Background: an optimization exercise with open tools, aiming at small area, a short achievable clock period and few clock cycles per item. Do not read the settings as production practice.
Function was checked by simulation only, so behaviour that the tests miss may differ from the original.
Power figures rest on the tool's default switching activity, not on a simulated workload.

==> inputs of run H <==
==> flow/design.v <==
`timescale 1ns / 1ps
package tmhq_pkg;
  localparam int PRIO_BITS   = 32;
  localparam int IO_TAG_BITS = 16;
  localparam int COUNT_BITS  = 7;
  localparam logic ACT_INSERT = 1'b0;
  localparam logic ACT_REMOVE = 1'b1;
  typedef enum logic [1:0] {
    ST_INSERTED = 2'd0,
    ST_REMOVED  = 2'd1,
    ST_EMPTY    = 2'd2,
    ST_FULL     = 2'd3
  } status_t;
  typedef enum logic [3:0] {
    S_IDLE,
    S_DISPATCH,
    S_RM_ROOT,
    S_RM_LAST,
    S_UP_LEVEL,
    S_UP_CMP,
    S_DN_LEVEL,
    S_DN_SCAN,
    S_DN_DEC,
    S_FINISH
  } state_t;
endpackage
`timescale 1ns / 1ps
import tmhq_pkg::*;
module ternary_min_heap_queue #(
  parameter int CAPACITY = 64,
  parameter int TAG_BITS = 16
) (
  input  logic        clk,
  input  logic        rst,
  input  logic        s_tvalid,
  output logic        s_tready,
  input  logic [47:0] s_tdata,    
  input  logic [0:0]  s_tuser,    
  output logic        m_tvalid,
  input  logic        m_tready,
  output logic [55:0] m_tdata,    
  output logic [1:0]  m_tuser     
);
  localparam int N  = CAPACITY;
  localparam int PB = PRIO_BITS;
  localparam int EW = PRIO_BITS + IO_TAG_BITS;           
  localparam int RW = 2 + COUNT_BITS + EW;               
  function automatic logic lt_s(input logic [PB-1:0] a, input logic [PB-1:0] b);
    logic [PB-1:0] ua;
    logic [PB-1:0] ub;
    logic [PB-1:0] g;
    logic [PB-1:0] p;
    ua = {~a[PB-1], a[PB-2:0]};
    ub = {~b[PB-1], b[PB-2:0]};
    g  = ~ua & ub;
    p  = ~ua | ub;
    for (int w = 1; w < PB; w = w * 2) begin
      for (int k = 0; k + w < PB; k = k + 2 * w) begin
        g[k + 2*w - 1] = g[k + 2*w - 1] | (p[k + 2*w - 1] & g[k + w - 1]);
        p[k + 2*w - 1] = p[k + 2*w - 1] & p[k + w - 1];
      end
    end
    lt_s = g[PB-1];
  endfunction
  logic          a_v;
  logic          a_act;
  logic [EW-1:0] a_x;
  logic [N-1:0]  a_lt;       
  logic          go;         
  logic          ins_f;      
  logic          rem_f;      
  logic [N-1:0]  sel_x;      
  logic [N-1:0]  sel_l;
  logic [N-1:0]  sel_r;
  logic          rdy;        
  logic [EW-1:0]         v [N];
  logic [N-1:0]          valid;
  logic [COUNT_BITS-1:0] count;
  logic          m_v;
  logic          s_v;
  logic [RW-1:0] m_q;
  logic [RW-1:0] s_q;
  logic          full;
  logic          empty;
  logic          a_take;
  logic          pop;
  logic [RW-1:0] res;
  assign full     = valid[N-1];
  assign empty    = !valid[0];
  assign a_take   = !a_v || go;
  assign pop      = m_v && m_tready;
  assign s_tready = rdy;
  logic          a_v_n;
  logic          a_act_n;
  logic [N-1:0]  valid_n;
  logic          m_v_n;
  logic          s_v_n;
  logic          go_n;
  logic          ins_n;
  logic          rem_n;
  assign a_v_n   = a_take ? s_tvalid : a_v;
  assign a_act_n = a_take ? s_tuser[0] : a_act;
  assign valid_n = ins_f ? {valid[N-2:0], 1'b1} : rem_f ? {1'b0, valid[N-1:1]} : valid;
  assign m_v_n   = (!m_v || pop) ? (s_v || go) : m_v;
  assign s_v_n   = (!m_v || pop) ? 1'b0 : (s_v || go);
  assign go_n    = a_v_n && !(m_v_n && s_v_n);
  assign ins_n   = go_n && (a_act_n == ACT_INSERT) && !valid_n[N-1];
  assign rem_n   = go_n && (a_act_n == ACT_REMOVE) && valid_n[0];
  logic [N-1:0] cmp_raw;
  logic         cmp_new;
  logic [N-1:0] c_raw;       
  logic         c_new;
  logic [N-1:0] p_lt;        
  logic         p_ins;
  logic         p_rem;
  assign cmp_new = lt_s(s_tdata[PB-1:0], a_x[PB-1:0]);
  for (genvar i = 0; i < N; i++) begin : g_cmp
    logic c_l;
    logic c_r;
    logic psl;
    logic psx;
    assign cmp_raw[i] = lt_s(s_tdata[PB-1:0], v[i][PB-1:0]);
    if (i == 0) begin : g_l0
      assign c_l = 1'b0;
      assign psl = 1'b0;
      assign psx = p_ins && p_lt[i];
    end else begin : g_ln
      assign c_l = c_raw[i-1];
      assign psl = p_ins && p_lt[i] && p_lt[i-1];
      assign psx = p_ins && p_lt[i] && !p_lt[i-1];
    end
    if (i == N - 1) begin : g_rl
      assign c_r = 1'b1;
    end else begin : g_rn
      assign c_r = c_raw[i+1];
    end
    assign a_lt[i] = !valid[i] ||
                     ((psl && c_l) || (psx && c_new) || (p_rem && c_r) ||
                      (!psl && !psx && !p_rem && c_raw[i]));
  end
  for (genvar i = 0; i < N; i++) begin : g_slot
    logic [EW-1:0] left;
    logic [EW-1:0] right;
    logic          sel_h;
    if (i == 0) begin : g_l0
      assign left = '0;
    end else begin : g_ln
      assign left = v[i-1];
    end
    if (i == N - 1) begin : g_rl
      assign right = '0;
    end else begin : g_rn
      assign right = v[i+1];
    end
    assign sel_h = !(sel_l[i] || sel_x[i] || sel_r[i]);
    always_ff @(posedge clk) begin
      v[i] <= ({EW{sel_h}} & v[i]) | ({EW{sel_x[i]}} & a_x) |
              ({EW{sel_l[i]}} & left) | ({EW{sel_r[i]}} & right);
    end
  end
  for (genvar i = 0; i < N; i++) begin : g_sel
    if (i == 0) begin : g_l0
      assign sel_x[i] = ins_f && a_lt[i];
      assign sel_l[i] = 1'b0;
    end else begin : g_ln
      assign sel_x[i] = ins_f && a_lt[i] && !a_lt[i-1];
      assign sel_l[i] = ins_f && a_lt[i] && a_lt[i-1];
    end
    if (i == N - 1) begin : g_rl
      assign sel_r[i] = 1'b0;
    end else begin : g_rn
      assign sel_r[i] = rem_f && valid[i+1];
    end
  end
  always_comb begin
    res = '0;
    if (a_act == ACT_INSERT) begin
      res[RW-1:RW-2] = full ? ST_FULL : ST_INSERTED;
      res[EW+:COUNT_BITS] = full ? count : count + COUNT_BITS'(1);
    end else if (empty) begin
      res[RW-1:RW-2] = ST_EMPTY;
    end else begin
      res[RW-1:RW-2] = ST_REMOVED;
      res[EW+:COUNT_BITS] = count - COUNT_BITS'(1);
      res[EW-1:0] = v[0];
    end
  end
  always_ff @(posedge clk) begin
    if (rst) begin
      a_v   <= 1'b0;
      m_v   <= 1'b0;
      s_v   <= 1'b0;
      go    <= 1'b0;
      ins_f <= 1'b0;
      rem_f <= 1'b0;
      rdy   <= 1'b1;
      valid <= '0;
      count <= '0;
    end else begin
      a_v   <= a_v_n;
      m_v   <= m_v_n;
      s_v   <= s_v_n;
      go    <= go_n;
      ins_f <= ins_n;
      rem_f <= rem_n;
      rdy   <= !a_v_n || go_n;
      valid <= valid_n;
      if (ins_f) count <= count + COUNT_BITS'(1);
      else if (rem_f) count <= count - COUNT_BITS'(1);
    end
  end
  logic m_ld;
  assign m_ld = !m_v || pop;
  always_ff @(posedge clk) begin
    a_x   <= ({EW{a_take}} & s_tdata) | ({EW{!a_take}} & a_x);
    a_act <= a_act_n;
    if (a_take) begin
      c_raw <= cmp_raw;
      c_new <= cmp_new;
      p_lt  <= a_lt;
      p_ins <= ins_f;
      p_rem <= rem_f;
    end
    m_q   <= ({RW{m_ld && s_v}} & s_q) | ({RW{m_ld && !s_v}} & res) | ({RW{!m_ld}} & m_q);
    s_q   <= ({RW{go}} & res) | ({RW{!go}} & s_q);
  end
  assign m_tvalid = m_v;
  assign m_tdata  = {1'b0, m_q[EW+:COUNT_BITS], m_q[EW-1:0]};
  assign m_tuser  = m_q[RW-1:RW-2];
endmodule
==> flow/run.sh <==
#!/bin/bash
# synth_recipe.tcl (not shown) runs the flow's synth.tcl, then flattens the netlist and writes it again
# the make line also repeats each setting of config.mk as NAME=value (left out here)
make -C /OpenROAD-flow-scripts/flow DESIGN_CONFIG=/design/flow/config.mk WORK_HOME=/design/flow/orfs CLKGATE_MAP_FILE= SYNTH_SCRIPT=/design/flow/synth_recipe.tcl finish
==> flow/config.mk <==
export PLATFORM = sky130hd
export DESIGN_NAME = ternary_min_heap_queue
export DESIGN_NICKNAME = ternary_min_heap_queue
export VERILOG_FILES = /design/flow/design.v
export SDC_FILE = /design/flow/constraint.sdc
export NUM_CORES = 4
export LEC_CHECK = 0
export CAP_MARGIN = 20
export CELL_PAD_IN_SITES_DETAIL_PLACEMENT = 1
export CORE_MARGIN = 2
export CORE_UTILIZATION = 40
export CTS_CLUSTER_DIAMETER = 60
export CTS_CLUSTER_SIZE = 18
export PLACE_DENSITY = 0.45
export SETUP_SLACK_MARGIN = 4.5
export SLEW_MARGIN = 20
==> flow/constraint.sdc <==
create_clock -name core_clock -period 7.5 [get_ports {clk}]
set_input_delay 1.5000 -clock core_clock [delete_from_list [all_inputs] [get_ports {clk}]]
set_output_delay 1.5000 -clock core_clock [all_outputs]
set_load 0.01 [all_outputs]
==> run Y: changes against run H <==
--- a/flow/design.v
+++ b/flow/design.v
@@ -62,14 +62,17 @@
     end
     lt_s = g[PB-1];
   endfunction
+  logic          r_v;
+  logic          r_act;
+  logic [EW-1:0] r_x;
   logic          a_v;
   logic          a_act;
   logic [EW-1:0] a_x;
-  logic [N-1:0]  a_lt;       
+  logic [N-1:0]  a_lt;
   logic          go;         
   logic          ins_f;      
   logic          rem_f;      
-  logic [N-1:0]  sel_x;      
+  logic [N-1:0]  sel_x;
   logic [N-1:0]  sel_l;
   logic [N-1:0]  sel_r;
   logic          rdy;        
@@ -90,6 +93,7 @@
   assign a_take   = !a_v || go;
   assign pop      = m_v && m_tready;
   assign s_tready = rdy;
+  logic          r_v_n;
   logic          a_v_n;
   logic          a_act_n;
   logic [N-1:0]  valid_n;
@@ -98,8 +102,9 @@
   logic          go_n;
   logic          ins_n;
   logic          rem_n;
-  assign a_v_n   = a_take ? s_tvalid : a_v;
-  assign a_act_n = a_take ? s_tuser[0] : a_act;
+  assign r_v_n   = rdy ? s_tvalid : r_v;
+  assign a_v_n   = a_take ? r_v : a_v;
+  assign a_act_n = a_take ? r_act : a_act;
   assign valid_n = ins_f ? {valid[N-2:0], 1'b1} : rem_f ? {1'b0, valid[N-1:1]} : valid;
   assign m_v_n   = (!m_v || pop) ? (s_v || go) : m_v;
   assign s_v_n   = (!m_v || pop) ? 1'b0 : (s_v || go);
@@ -107,37 +112,29 @@
   assign ins_n   = go_n && (a_act_n == ACT_INSERT) && !valid_n[N-1];
   assign rem_n   = go_n && (a_act_n == ACT_REMOVE) && valid_n[0];
   logic [N-1:0] cmp_raw;
+  logic [N-1:0] lt_cor;
+  logic [N-1:0] lt_n;
   logic         cmp_new;
-  logic [N-1:0] c_raw;       
-  logic         c_new;
-  logic [N-1:0] p_lt;        
-  logic         p_ins;
-  logic         p_rem;
-  assign cmp_new = lt_s(s_tdata[PB-1:0], a_x[PB-1:0]);
+  assign cmp_new = lt_s(r_x[PB-1:0], a_x[PB-1:0]);
   for (genvar i = 0; i < N; i++) begin : g_cmp
     logic c_l;
     logic c_r;
-    logic psl;
-    logic psx;
-    assign cmp_raw[i] = lt_s(s_tdata[PB-1:0], v[i][PB-1:0]);
+    assign cmp_raw[i] = lt_s(r_x[PB-1:0], v[i][PB-1:0]);
     if (i == 0) begin : g_l0
       assign c_l = 1'b0;
-      assign psl = 1'b0;
-      assign psx = p_ins && p_lt[i];
     end else begin : g_ln
-      assign c_l = c_raw[i-1];
-      assign psl = p_ins && p_lt[i] && p_lt[i-1];
-      assign psx = p_ins && p_lt[i] && !p_lt[i-1];
+      assign c_l = cmp_raw[i-1];
     end
     if (i == N - 1) begin : g_rl
-      assign c_r = 1'b1;
+      assign c_r = 1'b0;
     end else begin : g_rn
-      assign c_r = c_raw[i+1];
-    end
-    assign a_lt[i] = !valid[i] ||
-                     ((psl && c_l) || (psx && c_new) || (p_rem && c_r) ||
-                      (!psl && !psx && !p_rem && c_raw[i]));
-  end
+      assign c_r = cmp_raw[i+1];
+    end
+    assign lt_cor[i] = !valid_n[i] ||
+                       ((sel_l[i] && c_l) || (sel_x[i] && cmp_new) || (sel_r[i] && c_r) ||
+                        (!sel_l[i] && !sel_x[i] && !sel_r[i] && cmp_raw[i]));
+  end
+  assign lt_n = a_take ? lt_cor : a_lt;
   for (genvar i = 0; i < N; i++) begin : g_slot
     logic [EW-1:0] left;
     logic [EW-1:0] right;
@@ -158,18 +155,21 @@
               ({EW{sel_l[i]}} & left) | ({EW{sel_r[i]}} & right);
     end
   end
+  logic [N-1:0] sel_x_n;
+  logic [N-1:0] sel_l_n;
+  logic [N-1:0] sel_r_n;
   for (genvar i = 0; i < N; i++) begin : g_sel
     if (i == 0) begin : g_l0
-      assign sel_x[i] = ins_f && a_lt[i];
-      assign sel_l[i] = 1'b0;
+      assign sel_x_n[i] = ins_n && lt_n[i];
+      assign sel_l_n[i] = 1'b0;
     end else begin : g_ln
-      assign sel_x[i] = ins_f && a_lt[i] && !a_lt[i-1];
-      assign sel_l[i] = ins_f && a_lt[i] && a_lt[i-1];
+      assign sel_x_n[i] = ins_n && lt_n[i] && !lt_n[i-1];
+      assign sel_l_n[i] = ins_n && lt_n[i] && lt_n[i-1];
     end
     if (i == N - 1) begin : g_rl
-      assign sel_r[i] = 1'b0;
+      assign sel_r_n[i] = 1'b0;
     end else begin : g_rn
-      assign sel_r[i] = rem_f && valid[i+1];
+      assign sel_r_n[i] = rem_n && valid_n[i+1];
     end
   end
   always_comb begin
@@ -187,42 +187,52 @@
   end
   always_ff @(posedge clk) begin
     if (rst) begin
+      r_v   <= 1'b0;
       a_v   <= 1'b0;
       m_v   <= 1'b0;
       s_v   <= 1'b0;
       go    <= 1'b0;
       ins_f <= 1'b0;
       rem_f <= 1'b0;
-      rdy   <= 1'b1;
+      sel_x <= '0;
+      sel_l <= '0;
+      sel_r <= '0;
+      rdy   <= 1'b0;
       valid <= '0;
       count <= '0;
     end else begin
+      r_v   <= r_v_n;
       a_v   <= a_v_n;
       m_v   <= m_v_n;
       s_v   <= s_v_n;
       go    <= go_n;
       ins_f <= ins_n;
       rem_f <= rem_n;
-      rdy   <= !a_v_n || go_n;
+      sel_x <= sel_x_n;
+      sel_l <= sel_l_n;
+      sel_r <= sel_r_n;
+      rdy   <= !r_v_n || !a_v_n || go_n;
       valid <= valid_n;
       if (ins_f) count <= count + COUNT_BITS'(1);
       else if (rem_f) count <= count - COUNT_BITS'(1);
     end
   end
-  logic m_ld;
-  assign m_ld = !m_v || pop;
   always_ff @(posedge clk) begin
-    a_x   <= ({EW{a_take}} & s_tdata) | ({EW{!a_take}} & a_x);
+    if (rdy) begin
+      r_act <= s_tuser[0];
+      r_x   <= s_tdata;
+    end
+    if (a_take) begin
+      a_x <= r_x;
+    end
     a_act <= a_act_n;
-    if (a_take) begin
-      c_raw <= cmp_raw;
-      c_new <= cmp_new;
-      p_lt  <= a_lt;
-      p_ins <= ins_f;
-      p_rem <= rem_f;
-    end
-    m_q   <= ({RW{m_ld && s_v}} & s_q) | ({RW{m_ld && !s_v}} & res) | ({RW{!m_ld}} & m_q);
-    s_q   <= ({RW{go}} & res) | ({RW{!go}} & s_q);
+    a_lt  <= lt_n;
+    if (!m_v || pop) begin
+      m_q <= s_v ? s_q : res;
+    end
+    if (go) begin
+      s_q <= res;
+    end
   end
   assign m_tvalid = m_v;
   assign m_tdata  = {1'b0, m_q[EW+:COUNT_BITS], m_q[EW-1:0]};
- CELL_PAD_IN_SITES_DETAIL_PLACEMENT: 1 -> not set
- CTS_CLUSTER_DIAMETER: 60 -> not set
- CTS_CLUSTER_SIZE: 18 -> not set
- PLACE_DENSITY: 0.45 -> not set
- SETUP_SLACK_MARGIN: 4.5 -> not set
==> run B: changes against run H <==
--- a/flow/design.v
+++ b/flow/design.v
@@ -65,7 +65,7 @@
   logic          a_v;
   logic          a_act;
   logic [EW-1:0] a_x;
-  logic [N-1:0]  a_lt;       
+  logic [N-1:0]  a_lt;
   logic          go;         
   logic          ins_f;      
   logic          rem_f;      
@@ -87,7 +87,7 @@
   logic [RW-1:0] res;
   assign full     = valid[N-1];
   assign empty    = !valid[0];
-  assign a_take   = !a_v || go;
+  assign a_take   = rdy;        
   assign pop      = m_v && m_tready;
   assign s_tready = rdy;
   logic          a_v_n;
@@ -107,37 +107,29 @@
   assign ins_n   = go_n && (a_act_n == ACT_INSERT) && !valid_n[N-1];
   assign rem_n   = go_n && (a_act_n == ACT_REMOVE) && valid_n[0];
   logic [N-1:0] cmp_raw;
+  logic [N-1:0] lt_cor;
+  logic [N-1:0] lt_n;
   logic         cmp_new;
-  logic [N-1:0] c_raw;       
-  logic         c_new;
-  logic [N-1:0] p_lt;        
-  logic         p_ins;
-  logic         p_rem;
   assign cmp_new = lt_s(s_tdata[PB-1:0], a_x[PB-1:0]);
   for (genvar i = 0; i < N; i++) begin : g_cmp
     logic c_l;
     logic c_r;
-    logic psl;
-    logic psx;
     assign cmp_raw[i] = lt_s(s_tdata[PB-1:0], v[i][PB-1:0]);
     if (i == 0) begin : g_l0
       assign c_l = 1'b0;
-      assign psl = 1'b0;
-      assign psx = p_ins && p_lt[i];
     end else begin : g_ln
-      assign c_l = c_raw[i-1];
-      assign psl = p_ins && p_lt[i] && p_lt[i-1];
-      assign psx = p_ins && p_lt[i] && !p_lt[i-1];
+      assign c_l = cmp_raw[i-1];
     end
     if (i == N - 1) begin : g_rl
-      assign c_r = 1'b1;
+      assign c_r = 1'b0;
     end else begin : g_rn
-      assign c_r = c_raw[i+1];
-    end
-    assign a_lt[i] = !valid[i] ||
-                     ((psl && c_l) || (psx && c_new) || (p_rem && c_r) ||
-                      (!psl && !psx && !p_rem && c_raw[i]));
-  end
+      assign c_r = cmp_raw[i+1];
+    end
+    assign lt_cor[i] = !valid_n[i] ||
+                       ((sel_l[i] && c_l) || (sel_x[i] && cmp_new) || (sel_r[i] && c_r) ||
+                        (!sel_l[i] && !sel_x[i] && !sel_r[i] && cmp_raw[i]));
+  end
+  assign lt_n = a_take ? lt_cor : a_lt;
   for (genvar i = 0; i < N; i++) begin : g_slot
     logic [EW-1:0] left;
     logic [EW-1:0] right;
@@ -193,7 +185,7 @@
       go    <= 1'b0;
       ins_f <= 1'b0;
       rem_f <= 1'b0;
-      rdy   <= 1'b1;
+      rdy   <= 1'b0;
       valid <= '0;
       count <= '0;
     end else begin
@@ -214,13 +206,7 @@
   always_ff @(posedge clk) begin
     a_x   <= ({EW{a_take}} & s_tdata) | ({EW{!a_take}} & a_x);
     a_act <= a_act_n;
-    if (a_take) begin
-      c_raw <= cmp_raw;
-      c_new <= cmp_new;
-      p_lt  <= a_lt;
-      p_ins <= ins_f;
-      p_rem <= rem_f;
-    end
+    a_lt  <= lt_n;
     m_q   <= ({RW{m_ld && s_v}} & s_q) | ({RW{m_ld && !s_v}} & res) | ({RW{!m_ld}} & m_q);
     s_q   <= ({RW{go}} & res) | ({RW{!go}} & s_q);
   end
- CTS_CLUSTER_DIAMETER: 60 -> not set
- CTS_CLUSTER_SIZE: 18 -> not set
- SETUP_SLACK_MARGIN: 4.5 -> 4.2
==> run notes <==
The lowest power belongs to run Y, the highest to run H.
Between run H and run B, the lower combinational power is in run H (gap about 6%, measured against run B).
Between run B and run Y, the lower synthesized area is in run B (gap 1.6%, measured against run Y).
The highest clock-buffer cell count belongs to run B, the lowest to run H.
Worst setup slack, highest first: run H, run B, run Y.
Run B passed the timing, DRC and antenna checks. Run H finished clean. Run Y completed with no timing, DRC or antenna violations.
Against run Y, the register-to-register slack of run H is higher by 2000 ps.
The lowest cell area belongs to run Y, the highest to run H.
Testbench counts of run H, summed over its fixed seeds: cycles 16,016, items 16,000.
Testbench counts of run Y, summed over its fixed seeds: cycles 16,032, items 16,000.
Testbench counts of run B, summed over its fixed seeds: cycles 16,024, items 16,000.

## what the ideal ports hide
The results above use ideal ports. As a check the final layouts listed here were re-extracted and re-timed, cells and wires unchanged. Step 1, drivers: a clkbuf_16 drives clk and a buf_2 each remaining input, both assumed. Step 2, shift: input delay + t, output delay - t, t = (earliest + latest rising clock arrival at the registers) / 2. This alone moves slack from input paths to output paths. Slacks: ideal / step 1 / step 2; pairs: ideal / step 1.
run	shift t [ns]	setup WS [ns]	worst setup path at the end	worst register clock-pin slew, ns
run H	1.201	4.358 / 4.088 / 2.887	input to register	0.08 / 0.08
run Y	1.174	2.401 / 2.401 / 2.401	register to register	0.07 / 0.07
run B	1.182	3.845 / 3.700 / 2.518	input to register	0.07 / 0.07
After both steps setup and hold are still met in every run listed. For run H, which loses most, drivers alone change the setup slack by -0.270 ns; drivers and shift together by -1.471 ns.
